What follows belongs to an exercise in optimizing a design on an open flow for small area; a production flow would make more cautious choices.
Function was not checked in any run shown here: the RTL went through the layout flow alone.
No activity file was given, so power comes from the tool's default toggle rates.

==> flow/design.v <==
package stream_fifo_pkg;
    localparam int IO_WIDTH          = 128;
    localparam int FLAG_BITS         = 2;
    localparam int FIFO_DEPTH        = 16;
    localparam int FIFO_DEPTH_MARGIN = 2;
    typedef enum logic [1:0] {
        OP_IDLE = 2'b00,
        OP_POP  = 2'b01,
        OP_PUSH = 2'b10,
        OP_BOTH = 2'b11
    } fifo_op_e;
    function automatic int clog2(input int value);
        int r;
        int v;
        r = 0;
        v = value - 1;
        while (v > 0) begin
            r = r + 1;
            v = v >> 1;
        end
        clog2 = r;
    endfunction
endpackage
module fifo_rd_and3 (
    input  logic [2:0] d,
    input  logic [2:0] s,
    output logic       y_n
);
    assign y_n = ~|(d & s);
endmodule
module fifo_rd_and1 (
    input  logic d,
    input  logic s,
    output logic y_n
);
    assign y_n = ~(d & s);
endmodule
module fifo_rd_or6 (
    input  logic [5:0] n,
    input  logic       inv,
    output logic       q
);
    assign q = (~&n[2:0] | ~&n[5:3]) ^ inv;
endmodule
module fifo_ram (
    input  logic [15:0] d,
    input  logic [15:0] sel,
    input  logic        inv,
    output logic        q
);
    logic [5:0] n;
    for (genvar k = 0; k < 5; k++) begin : g_and3
        fifo_rd_and3 u_and3 (
            .d   (d[3*k +: 3]),
            .s   (sel[3*k +: 3]),
            .y_n (n[k])
        );
    end
    fifo_rd_and1 u_and1 (
        .d   (d[15]),
        .s   (sel[15]),
        .y_n (n[5])
    );
    fifo_rd_or6 u_or6 (
        .n   (n),
        .inv (inv),
        .q   (q)
    );
endmodule
module stream_fifo #(
    parameter int DATA_WIDTH = stream_fifo_pkg::IO_WIDTH + stream_fifo_pkg::FLAG_BITS,
    parameter int DEPTH      = stream_fifo_pkg::FIFO_DEPTH,
    parameter int AF_MARGIN  = stream_fifo_pkg::FIFO_DEPTH_MARGIN,
    parameter int AE_LEVEL   = 1
) (
    input  logic                    clk,
    input  logic                    rst_n,
    input  logic                    flush,
    input  logic                    s_valid,
    output logic                    s_ready,
    input  logic [DATA_WIDTH-1:0]   s_data,
    output logic                    m_valid,
    input  logic                    m_ready,
    output logic [DATA_WIDTH-1:0]   m_data,
    output logic [stream_fifo_pkg::clog2(DEPTH):0]   count,
    output logic                    full,
    output logic                    empty,
    output logic                    almost_full,
    output logic                    almost_empty,
    output logic [stream_fifo_pkg::clog2(DEPTH):0]   max_count
);
    localparam int AW = stream_fifo_pkg::clog2(DEPTH);
    localparam int CW = AW + 1;
    localparam logic [CW-1:0] CNT_FULL = CW'(DEPTH);
    localparam logic [CW-1:0] CNT_AF   = CW'(DEPTH - AF_MARGIN);
    localparam logic [CW-1:0] CNT_AE   = CW'(AE_LEVEL);
    logic [AW-1:0]         wr_ptr_q, rd_ptr_q;
    logic [CW-1:0]         count_q, count_d;
    logic [CW-1:0]         max_count_q;
    logic [DEPTH-1:0]      wr, hold_n, rsel;
    logic                  push, pop, rinv;
    logic [DATA_WIDTH-1:0] mem [DEPTH];
    logic [DEPTH-1:0]      inv_q;
    assign s_ready = (count_q != CNT_FULL);
    assign m_valid = (count_q != '0);
    assign push = s_valid && s_ready && !flush;
    assign pop  = m_valid && m_ready && !flush;
    for (genvar i = 0; i < DEPTH; i++) begin : g_row
        assign wr[i]     = push && (wr_ptr_q == AW'(i));
        assign hold_n[i] = !(s_ready && (wr_ptr_q == AW'(i)));
        assign rsel[i]   = (rd_ptr_q == AW'(i));
        always_ff @(posedge clk) begin
            mem[i]   <= ~((mem[i] | {DATA_WIDTH{wr[i]}}) &
                          (s_data | {DATA_WIDTH{hold_n[i]}}));
            inv_q[i] <= wr[i] | ~inv_q[i];
        end
    end
    assign rinv = |(inv_q & rsel);
    for (genvar j = 0; j < DATA_WIDTH; j++) begin : g_col
        logic [DEPTH-1:0] col;
        for (genvar i = 0; i < DEPTH; i++) begin : g_bit
            assign col[i] = mem[i][j];
        end
        fifo_ram u_rd (
            .d   (col),
            .sel (rsel),
            .inv (rinv),
            .q   (m_data[j])
        );
    end
    always_comb begin
        count_d = count_q;
        if (push && !pop) count_d = count_q + CW'(1);
        if (pop && !push) count_d = count_q - CW'(1);
    end
    always_ff @(posedge clk or negedge rst_n) begin
        if (!rst_n) begin
            wr_ptr_q    <= '0;
            rd_ptr_q    <= '0;
            count_q     <= '0;
            max_count_q <= '0;
        end else if (flush) begin
            wr_ptr_q    <= '0;
            rd_ptr_q    <= '0;
            count_q     <= '0;
            max_count_q <= '0;
        end else begin
            if (push) wr_ptr_q <= wr_ptr_q + AW'(1);
            if (pop)  rd_ptr_q <= rd_ptr_q + AW'(1);
            count_q <= count_d;
            if (count_d > max_count_q) max_count_q <= count_d;
        end
    end
    assign count        = count_q;
    assign max_count    = max_count_q;
    assign full         = (count_q == CNT_FULL);
    assign empty        = (count_q == '0);
    assign almost_full  = (count_q >= CNT_AF);
    assign almost_empty = (count_q <= CNT_AE);
endmodule
==> flow/run.sh <==
#!/bin/bash
# synth_recipe.tcl (not shown) runs the flow's synth.tcl, then flattens the netlist and writes it again
# the make line also repeats each setting of config.mk as NAME=value (left out here)
make -C /OpenROAD-flow-scripts/flow DESIGN_CONFIG=/design/flow/config.mk WORK_HOME=/design/flow/orfs CLKGATE_MAP_FILE= SYNTH_SCRIPT=/design/flow/synth_recipe.tcl finish
==> flow/config.mk <==
export PLATFORM = sky130hd
export DESIGN_NAME = stream_fifo
export DESIGN_NICKNAME = stream_fifo
export VERILOG_FILES = /design/flow/design.v
export SDC_FILE = /design/flow/constraint.sdc
export NUM_CORES = 4
export LEC_CHECK = 0
export CAP_MARGIN = 20
export CORE_MARGIN = 2
export CORE_UTILIZATION = 50
export SLEW_MARGIN = 20
export SYNTH_HIERARCHICAL = 1
==> flow/constraint.sdc <==
create_clock -name core_clock -period 5.0 [get_ports {clk}]
set_input_delay 1.0000 -clock core_clock [delete_from_list [all_inputs] [get_ports {clk}]]
set_output_delay 1.0000 -clock core_clock [all_outputs]
set_load 0.01 [all_outputs]
==> results.yml, run 1 <==
global_route:
  grt_max_degree: 131
  grt-ovfl-total: 0
  grt_pass1_vias: 60478
  grt.total_usage: 0.3650
  grt_pass1_wl_um: 398100
  antenna_found_initial: 23
setup_path:
  end_kind: "output pin"
  worst_r2r_startpoint: "count_q[0]$_DFF_PN0_"
  critPathArrivalTime_ps: 4030
  crit_start: "rd_ptr_q[0]$_DFFE_PN0P_"
  r2r_setup_slack_ps: 1000
  required_ps: 4000
  reg2reg_depth: 14
  crit_path_start_kind: "register"
  critPathMaxFanout: 17
  crit_end: "m_data[4]"
  critPathKind: "reg -> out"
  r2r-end: "max_count_q[0]$_DFFE_PN0P_"
power:
  p_leak_nw: 30.03
  p_per_area_nw_per_um2: 545.9
  ir_drop_uv: 395.3
  power_mw: 45.20
layout:
  final_cell_mix: "dfxtp_1, o22ai_1, a222oi_1"
  drive_gt1_frac: 0.1138
  fillCellCount: 11563
  syn_to_final_growth_pct: 17.62
  nets: 6586
  final_common_cell: "dfxtp_1"
clock_tree:
  cts_root_buffer: "clkbuf_16"
  holdBufCountCts: 0
  clkTransAtPathRegs_ps: 60
  worstSkewPairLatency_ps: 850
  cts.sinks: 2114
  htreeDepth: 4
  cts_buffer_depth: 3
  cts-buffers-inserted: 206
  tritoncts: "built"
synth:
  syn_inst: 6447
  ys_seq_area_frac: 0.6024
  yosysUniqueCellTypes: 52
  netlist_area_um2: 70400
  syn-num-nets: 6600
  synth_compound_area_frac: 0.2826
  synth_xor_area_frac: 0.01717
  synth-edff-count: 0
  synth.avg_cell_area_um2: 10.92
  yosys.area_share.adder: 0.003199
  muxShareOfSynthArea: 0.0004266
  yosysWarnings: 8
  yosys.area_share.simple: 0.04602
  async_reset_ff_frac: 0.008515
  ys.flop_type: "dfxtp_1"
  ys_seq_elements: 2114
  synth_top_family_by_area: "compound AO/OA/AOI/OAI gates"
sta:
  drv_slew: 0
  finalCriticalPeriod_ps: 5031
  fmax_mhz: 198.8
  finalHoldViolCount: 0
  rsz0062_at_grt: "true"
  fin_crit_sh: 1.006
  tightest_slew_ps: 1155
  fin_setup_tns_ps: -31.17
  setup_viol: 1
  skew_ps: 35.15
  timing.slew.headroom: 0.2276
  postLayoutSetupSlackWorst_ps: -31.17
die:
  core_area_um2: 139700
  rows: 137
  die_area_um2: 143800
  ios: 281
  die_width_um: 379.2
  dieHeight_um: 379.2
  initial_utilization: 0.5039
run_status:
  so.violations: "negative setup slack"
  outcome: "complete, but fails checks"
run:
  maxCapViolCount: 0
routing:
  vias: 62791
  wl_per_cell_um: 32.31
  drc_errors: 0
  drtIter0Drc: 10591
  postRouteAntennaNets: 0
  routed_wl_um: 274400
  avgViaCountPerCell: 7.393
  drtPass1Iterations: 21
placed_design:
  dp_slack_ps: 668.7
  gp_congestion: 0.8221
  portBuffers: 280
  place_hpwl_um: 146200
worst_hold_path:
  hp-start: "inv_q[9]$_DFF_P_"
  hold_class: "reg -> reg"
## synth_stat cells (all sizes together), types with 3 or more instances
master	number	area, um2
dfxtp	2096	41960
o22ai	2080	13010
a222oi	650	6506
clkbuf	363	1363
buf	358	1957
nand2	293	1100
nor2	167	968.4
xnor2	133	1165
nand4	132	825.8
o21ai	27	135.1
dfrtp	18	450.4
ha	18	225.2
inv	18	67.56
and2	17	106.4
nand3	12	65.06
a21oi	10	50.05
and3	7	43.79
nor2b	7	43.79
xor2	5	43.79
a22oi	3	22.52
mux2i	3	30.03
## modules after synthesis, one instance, submodules excluded, a selection
module	copies in the design	cell area, um2	flip-flops and latches	cells inside
fifo_rd_and1	130	3.754	0	1
stream_fifo	1	60150	2114	5147
fifo_rd_or6	130	25.02	0	4
fifo_rd_and3	650	10.01	0	1
## layer usage
| metal | GRT usage | vias up | part of all wire |
|---|---|---|---|
| met5 | 0 | - | 0.00060 |
| met4 | 0.1440 | 26 | 0.039 |
| met3 | 0.08917 | 762 | 0.13 |
| met2 | 0.5510 | 4450 | 0.43 |
| met1 | 0.5017 | 31259 | 0.40 |
| li1 | - | 26294 | - |
## state kept, by name, indices dropped and copies added (netlist names)
register and flops:
rd_ptr_q 4, count_q 5, wr_ptr_q 4, max_count_q 5, mem 2080, inv_q 16
## worst max-delay path, cell delays in order (launching register included)
cell and delay [ps]:
dfrtp_2 440, inv_1 130, ha_2 390, and3_4 400, buf_4 270, buf_6 250
a222oi_1 120, nand4_1 180, nor2_2 80, xnor2_1 320, clkdlybuf4s50_1 610
## logic make-up after synthesis
group | Yosys count
compound gates | 2787
xor+xnor | 138
fa+ha+maj | 18
buf+inv | 740
flops | 2114
mux | 3
simple gates | 647
## how the worst min path moves through the flow
stage | depth (start not counted) | slack (ps) | to
after floorplan | 1 | 370 | inv_q[10]$_DFF_P_
after global placement | 1 | 380 | inv_q[15]$_DFF_P_
after detailed placement | 1 | 390 | inv_q[15]$_DFF_P_
after CTS | 1 | 400 | inv_q[15]$_DFF_P_
after global routing | 1 | 410 | inv_q[12]$_DFF_P_
final | 1 | 400 | inv_q[9]$_DFF_P_
## through the flow
stage,hold slack [ps],std cells,util,cell area (um2)
after CTS,401.0,8459,0.5907,82520
final,403.0,8493,0.5927,82800
after floorplan,368.6,6447,-,70430
after global routing,414.5,8489,0.5926,82790
after global placement,383.0,8078,0.5400,75450
after detailed placement,386.5,8078,0.5400,75450
## cell type report
type / count / area [um2] / share of cell area
clock inverter: 71 / 863.3 / 0.01043
inverter: 19 / 72.57 / 0.0008764
antenna: 11 / 27.53 / 0.0003324
timing repair buffer: 493 / 5827 / 0.07037
sequential: 2114 / 42420 / 0.5123
tap: 1876 / 2347 / 0.02835
clock buffer: 310 / 6173 / 0.07456
multi-input combinational: 3599 / 25070 / 0.3028
## report_power, final
group          switching, mW  internal, mW
Combinational           4.56          4.26
Clock                   6.76          9.30
Sequential              1.20          19.1
Total                   12.5          32.7
## timing repair
action,in CTS,in global routing
gates cloned,0,6
hold endpoints to repair,0,0
pin swaps,3,23
gates resized for setup,8,20
setup endpoints to repair,8,54
buffers inserted,0,17
==> inputs of run 2 (changes only) <==
--- a/flow/design.v
+++ b/flow/design.v
@@ -23,47 +23,11 @@
 endpackage
-module fifo_rd_and3 (
-    input  logic [2:0] d,
-    input  logic [2:0] s,
-    output logic       y_n
+module fifo_ram #(
+    parameter int ROWS = 16
+) (
+    input  logic [ROWS-1:0] d,
+    input  logic [ROWS-1:0] sel,
+    input  logic            inv,
+    output logic            q
 );
-    assign y_n = ~|(d & s);
-endmodule
-module fifo_rd_and1 (
-    input  logic d,
-    input  logic s,
-    output logic y_n
-);
-    assign y_n = ~(d & s);
-endmodule
-module fifo_rd_or6 (
-    input  logic [5:0] n,
-    input  logic       inv,
-    output logic       q
-);
-    assign q = (~&n[2:0] | ~&n[5:3]) ^ inv;
-endmodule
-module fifo_ram (
-    input  logic [15:0] d,
-    input  logic [15:0] sel,
-    input  logic        inv,
-    output logic        q
-);
-    logic [5:0] n;
-    for (genvar k = 0; k < 5; k++) begin : g_and3
-        fifo_rd_and3 u_and3 (
-            .d   (d[3*k +: 3]),
-            .s   (sel[3*k +: 3]),
-            .y_n (n[k])
-        );
-    end
-    fifo_rd_and1 u_and1 (
-        .d   (d[15]),
-        .s   (sel[15]),
-        .y_n (n[5])
-    );
-    fifo_rd_or6 u_or6 (
-        .n   (n),
-        .inv (inv),
-        .q   (q)
-    );
+    assign q = (|(d & sel)) ^ inv;
 endmodule
@@ -123,3 +87,5 @@
         end
-        fifo_ram u_rd (
+        fifo_ram #(
+            .ROWS (DEPTH)
+        ) u_rd (
             .d   (col),
==> run 2 against run 1 <==
Setup slack gained 65 ps. Largest cell class unchanged. Flip-flop and latch count is the same. Non-clock buffer count grew 41. Total power grew 1.7%. Critical path type unchanged. First-iteration DRC count shrank 40%. Hold slack lost 3.0 ps. Now clean on timing, DRC and antenna.
==> results.yml, run 2 <==
synth:
  netlist_area_um2: 74460
  synthTopCellsByArea: "dfxtp_1, o22ai_1, a221oi_2"
  synth_top_family_by_area: "compound AO/OA/AOI/OAI gates"
  ys_seq_area_frac: 0.5695
  yosysMostFrequentCell: "dfxtp_1"
  synth_commonest_cells: "dfxtp_1, o22ai_1, a22o_1, a221oi_2, clkbuf_1"
  syn_inst: 6447
  ys_seq_elements: 2114
  synth_top_cell_by_area: "dfxtp_1"
  yosys.area.top_type_share: 0.5635
  async_reset_ff_frac: 0.008515
  muxShareOfSynthArea: 0.0004033
  syn-num-nets: 6600
  yosysUniqueCellTypes: 51
  ys.flop_type: "dfxtp_1"
  yosys.area_share.simple: 0.01947
  synth.avg_cell_area_um2: 11.55
  synth_compound_area_frac: 0.3458
  synth_xor_area_frac: 0.01623
  yosys.area_share.adder: 0.003024
  synth-edff-count: 0
  yosysWarnings: 8
sta:
  fmax_mhz: 201.4
  setup_viol: 0
  fin_crit_sh: 0.9933
  postLayoutSetupSlackWorst_ps: 33.72
  skew_ps: 45.10
  drv_slew: 0
  finalHoldViolCount: 0
  timing.slew.headroom: 0.2926
  tightest_slew_ps: 1059
  finalCriticalPeriod_ps: 4966
  hold_slack_ps: 399.9
layout:
  largest_reg_flops: 2080
  final_common_cell: "dfxtp_1"
  fin_area_um2: 87480
  drive_gt1_frac: 0.1815
  nets: 6633
  top_regs: "mem: 2080 flops, inv_q: 16 flops"
  syn_to_final_growth_pct: 17.48
  fillCellCount: 12194
  finalNonFillerCells: 8595
  top_register: "mem"
  final_cell_mix: "dfxtp_1, o22ai_1, a22o_1"
  post-route-util: 0.5917
clock_tree:
  cts-buffers-inserted: 208
  worstSkewPairLatency_ps: 850
  cts.sinks: 2114
  tritoncts: "built"
  htreeDepth: 4
  cts_root_buffer: "clkbuf_16"
  cts_buffer_depth: 3
  holdBufCountCts: 0
  clkTransAtPathRegs_ps: 60
global_route:
  antenna_found_initial: 20
  grt-ovfl-total: 0
  grt_pass1_wl_um: 406300
  grt_pass1_vias: 60191
  grt.total_usage: 0.3507
  grt_max_degree: 110
routing:
  drtPass1Iterations: 6
  drtIter0Drc: 6383
  routed_wl_um: 276600
  drc_errors: 0
  vias: 62200
  wl_per_cell_um: 32.19
  postRouteAntennaNets: 0
  avgViaCountPerCell: 7.237
placed_design:
  place_area_um2: 79620
  gp_congestion: 0.8184
  portBuffers: 280
  dp_slack_ps: 565.1
  place_hpwl_um: 153000
  dp.cells: 8152
setup_path:
  end_kind: "output pin"
  critical_path.max_stage_delay_ps: 570
  cp_cell_sequence: "nor2b_4 > and2_4 > buf_12 > buf_4 > a22o_1 > a221oi_2 > nand4_1 > xor2_1 > clkdlybuf4s50_1"
  critPathArrivalTime_ps: 3970
  slowest_stage: "clkdlybuf4s50_1"
  critPathMaxFanout: 23
  required_ps: 4000
  critPathKind: "reg -> out"
  crit_path_start_kind: "register"
die:
  ios: 281
  rows: 141
  die_width_um: 389.9
  dieHeight_um: 389.9
  core_area_um2: 147800
  initial_utilization: 0.5037
  die_area_um2: 152000
run_status:
  outcome: "timing/DRC/antenna clean"
power:
  p_leak_nw: 32.66
  p_per_area_nw_per_um2: 525.4
  ir_drop_uv: 435.9
run:
  maxCapViolCount: 0
worst_hold_path:
  hold_class: "reg -> reg"
run 2: changes by cell type after synthesis, sizes merged:
cell / previous run / this run
a222oi: 650 / 0
a221oi: 0 / 520
a22o: 2 / 522
nand2: 293 / 33
nor2: 167 / 37
xnor2: 133 / 3
xor2: 5 / 135
run 2: power by group:
group	leakage [nW]	internal (mW)	switching, mW
Sequential	19.1	19.1	1.32
Combinational	9.98	4.34	4.67
Clock	3.60	9.68	6.81
run 2: area by class of cell:
type                            instances  area, um2  share of cell area
Sequential cell                      2114      42410              0.4848
Multi-Input combinational cell       3603      29190              0.3337
Clock buffer                          310       6336             0.07243
Timing Repair Buffer                  534       6086             0.06957
Tap cell                             1930       2415             0.02760
Clock inverter                         76      947.2             0.01083
Inverter                               19      72.57           0.0008295
Antenna cell                            9      22.52           0.0002574
run 2: final timing paths:
| kind | from | to | slack (ps) | cells after the start |
|---|---|---|---|---|
| worst max-delay path | rd_ptr_q[2]$_DFFE_PN0P_ | m_data[111] | 30 | 9 |
| worst min-delay path | inv_q[1]$_DFF_P_ | inv_q[1]$_DFF_P_ | 400 | 1 |
| worst max register to register | count_q[0]$_DFF_PN0_ | max_count_q[0]$_DFFE_PN0P_ | 1070 | 14 |
| worst min register to register | inv_q[1]$_DFF_P_ | inv_q[1]$_DFF_P_ | 400 | 1 |
| max in group asynchronous | rst_n | rd_ptr_q[0]$_DFFE_PN0P_ | 3710 | 1 |
| min in group asynchronous | rst_n | max_count_q[0]$_DFFE_PN0P_ | 670 | 1 |
run 2: critical path, delay by kind of cell, from the launching register on:
kind,cells,cell delay [ps]
compound gates,2,260
buf+inv,3,1120
simple gates,3,1050
flops,1,530
xor+xnor,1,160
run 2: layer usage:
| metal | GRT usage | part of all wire | vias to the layer above |
|---|---|---|---|
| met2 | 0.5391 | 0.44 | 3388 |
| met5 | 0 | 0.00034 | - |
| met1 | 0.4891 | 0.43 | 31712 |
| li1 | - | - | 26423 |
| met4 | 0.1259 | 0.035 | 14 |
| met3 | 0.07062 | 0.096 | 663 |
run 2: stage by stage:
stage	total power [mW]	TNS, ps
finish	45.96	0
global route	47.52	-60.76
CTS	45.94	-75.68
detailed placement	29.56	0
global placement	29.31	0
floorplan	25.16	-14180
run 2: cell families after synthesis:
kind of cell / after synthesis
simple gates: 257
mux: 3
buf+inv: 740
fa+ha+maj: 18
compound gates: 3177
xor+xnor: 138
flops: 2114
run 2: timing repair:
item	4_1_cts	5_1_grt
resized for setup	21	5
setup endpoints to repair	60	74
cloned	10	0
buffers inserted	34	4
pin swaps	20	9

-- static timing again, ports no longer ideal --
Ports are ideal in the flow. The routed layouts listed here were re-timed in OpenROAD.
Step 1, drivers: a clkbuf_16 drives clk and a buf_2 each remaining input, both assumed.
Step 2 also shifts input and output timing later by t, the mid clock arrival at the registers, as if the neighbouring blocks saw the same clock.
Three values: no drivers, after step 1, after step 2; two values: the first two.
run	t (ns)	slack for setup (ns)	worst setup path at the end
run 1	0.909	-0.031 / -0.114 / 0.601	input to register
run 2	0.914	0.034 / -0.058 / 0.537	input to register
